Background: an optimization exercise with open tools, aiming at a short achievable clock period and few clock cycles per item. Do not read the settings as production practice.
The RTL was checked by simulation tests, not by an equivalence proof against the original design.
Power figures rest on the tool's default switching activity, not on a simulated workload.

==> flow/design.v (excerpt) <==
module processor (
    input  logic                            Clock,
    input  logic                            nReset,
    output logic [cpuPkg::addrWidth-1:0]    InstrAddr,
    input  logic [cpuPkg::dataWidth-1:0]    InstrMem,
    output logic [cpuPkg::addrWidth-1:0]    MemAddr,
    output logic [cpuPkg::dataWidth-1:0]    WriteData,
    output logic                            MemRead,
    output logic                            MemWrite,
    input  logic [cpuPkg::dataWidth-1:0]    MemData,
    input  logic [cpuPkg::regAddrWidth-1:0] RegAddr,
    output logic [cpuPkg::dataWidth-1:0]    RegData
);
For scale: ~9600 cells after synthesis, about 170 I/O pins, about 100000 um^2 of cells after synthesis.
make LEC_CHECK=0 CAP_MARGIN=20 CORE_MARGIN=2 CORE_UTILIZATION=40 SETUP_SLACK_MARGIN=2.0 SLEW_MARGIN=20 TNS_END_PERCENT=10 finish   # period 4.5 ns
run.sh (not shown) runs the stock make flow with config.mk's settings and CLKGATE_MAP_FILE= SYNTH_SCRIPT=/design/flow/synth_recipe.tcl, a recipe that flattens the netlist after the stock synthesis.
Testbench counts at the start, summed over its fixed seeds: cycles 26,175, instructions 24,976.
Then changed:
--- a/flow/design.v
+++ b/flow/design.v
@@ -108,23 +108,23 @@
     decT                     idDec;
     logic                    e1Write, e1Load, e1Store, e1Branch;
     logic                    e1Add, e1Sub, e1And, e1Or, e1Slt;
     logic                    e1UseImm;
     logic                    e1PredT;
     logic [addrWidth-1:0]    e1AltPc, e1AltPcP4;
     logic [bhtBits-1:0]      e1BhtIdx;
     logic [regAddrWidth-1:0] e1Dest;
     logic [dataWidth-1:0]    a1, b1, r1;      
     logic [hw-1:0]           x1, gA1, pA1, gS1, pS1;    
     logic                    fE2A, fWA, fE2R, fWR;    
-    logic                    e2Write, e2Load, e2Branch;
+    logic                    e2Write, e2Load, e2Store, e2Branch;
     logic                    e2Add, e2Sub, e2And, e2Or, e2Slt;
     logic                    e2PredT;
     logic [addrWidth-1:0]    e2AltPc, e2AltPcP4;
     logic [bhtBits-1:0]      e2BhtIdx;
     logic [regAddrWidth-1:0] e2Dest;
     logic [dataWidth-1:0]    a2, b2, r2;
     logic [dataWidth-1:0]    x2;              
     logic [hw-1:0]           gA2, pA2, gS2, pS2;    
     logic [hw-1:0]           e2ResLo;
     logic                    e2CAdd, e2LtLo;
     logic [addrWidth-1:0]    memAddrQ;
@@ -214,44 +214,49 @@
         resLo = '0;
         if (e1Add) resLo = resLo | sumLo;
         if (e1Sub) resLo = resLo | diffLo;
         if (e1And) resLo = resLo | gA1;
         if (e1Or)  resLo = resLo | pA1;
     end
     always_ff @(posedge Clock or negedge nReset)
     begin
         if (!nReset)
         begin
             e2Write  <= 1'b0;
+            e2Load   <= 1'b0;
+            e2Store  <= 1'b0;
             e2Branch <= 1'b0;
             MemRead  <= 1'b0;
             MemWrite <= 1'b0;
         end
         else if (mispredict)
         begin
             e2Write  <= 1'b0;                 
+            e2Load   <= 1'b0;
+            e2Store  <= 1'b0;
             e2Branch <= 1'b0;
             MemRead  <= 1'b0;
             MemWrite <= 1'b0;
         end
         else
         begin
             e2Write  <= e1Write;
+            e2Load   <= e1Load;
+            e2Store  <= e1Store;
             e2Branch <= e1Branch;
             MemRead  <= e1Load;
             MemWrite <= e1Store;
         end
     end
     always_ff @(posedge Clock)
     begin
-        e2Load    <= e1Load;
         e2Add     <= e1Add;
         e2Sub     <= e1Sub;
         e2And     <= e1And;
         e2Or      <= e1Or;
         e2Slt     <= e1Slt;
         e2PredT   <= e1PredT;
         e2AltPc   <= e1AltPc;
         e2AltPcP4 <= e1AltPcP4;
         e2BhtIdx  <= e1BhtIdx;
         e2Dest    <= e1Dest;
         e2ResLo   <= resLo;
@@ -391,53 +396,49 @@
     logic [5:0]           fOp;
     logic                 fBeq, fUncond, fPredT;
     logic [addrWidth-1:0] off, off4, pcP8, target, targetP4;
     logic [addrWidth-1:0] predPc, predPcP4, altPc, altPcP4;
     logic [bhtBits-1:0]   fIdx;
     decT                  fDec;
     assign fDec = decode(InstrMem);
     assign InstrAddr = pc;
     assign fOp     = InstrMem[31:26];
     assign fBeq    = fOp == opBeq;
     assign fUncond = InstrMem[25:21] == InstrMem[20:16];
-    logic [bhtBits-1:0] fIdxN;
-    assign fIdx    = ~fIdxN;
+    assign fIdx    = pc[bhtBits+1:2];
     assign fPredT  = fBeq && (fUncond || predBit[fIdx]);
     assign off      = {InstrMem[addrWidth-3:0], 2'b00};
     assign off4     = {InstrMem[addrWidth-3:0] + (addrWidth-2)'(1), 2'b00};
     assign pcP8     = pcP4 + addrWidth'(4);
     assign target   = pcP4  + off;
     assign targetP4 = pcP4  + off4;
     assign predPc   = fPredT ? target   : pcP4;
     assign predPcP4 = fPredT ? targetP4 : pcP8;
     assign altPc    = fPredT ? pcP4     : target;
     assign altPcP4  = fPredT ? pcP8     : targetP4;
     always_ff @(posedge Clock or negedge nReset)
     begin
         if (!nReset)
         begin
-            pc    <= addrWidth'(0);
-            pcP4  <= addrWidth'(4);
-            fIdxN <= '1;
+            pc   <= addrWidth'(0);
+            pcP4 <= addrWidth'(4);
         end
         else if (mispredict)
         begin
-            pc    <= e2AltPc;
-            pcP4  <= e2AltPcP4;
-            fIdxN <= ~e2AltPc[bhtBits+1:2];
+            pc   <= e2AltPc;
+            pcP4 <= e2AltPcP4;
         end
         else if (!stall)
         begin
-            pc    <= predPc;
-            pcP4  <= predPcP4;
-            fIdxN <= ~predPc[bhtBits+1:2];
+            pc   <= predPc;
+            pcP4 <= predPcP4;
         end
     end
     always_ff @(posedge Clock or negedge nReset)
     begin
         if (!nReset)
             idValid <= 1'b0;
         else if (mispredict)
             idValid <= 1'b0;
         else if (!stall)
             idValid <= 1'b1;
     end
Outcome: Design area drops by 0.76%; synthesized cell count went down by 1.2%; critical path depth is higher by 3; total power decreases by 1.3%; worst hold slack gets worse by 0.0035 ns; utilization is lower by 0.33 points.
Testbench counts after the change, summed over its fixed seeds: cycles 26,175, instructions 24,976.

## re-timing with driven ports
Ports are ideal in the flow. The routed layouts listed here were re-timed in OpenROAD. Step 1: set_driving_cell puts a clkbuf_16 on Clock and a buf_2 on each other input, an assumption about the parent block. Step 2 moves the port delays by t, midway between the first and last clock arrival at a register: inputs arrive t later, outputs are due t later. That takes back most of the time a late clock gives input paths. a / b / c = ideal / step 1 / step 2; a / b = the first two.
run | t (ns) | setup slack, ns | hold WS [ns] | worst setup path at the end
the first run | 0.996 | 1.447 / 1.447 / 0.629 | 0.025 / -0.014 / 0.322 | input to register
the second run | 1.028 | 1.459 / 1.388 / 0.360 | 0.021 / -0.010 / 0.323 | input to register
After both steps every run listed still meets setup and hold. For the second run, which loses most, drivers alone change the setup slack by -0.071 ns; drivers and shift together by -1.099 ns.
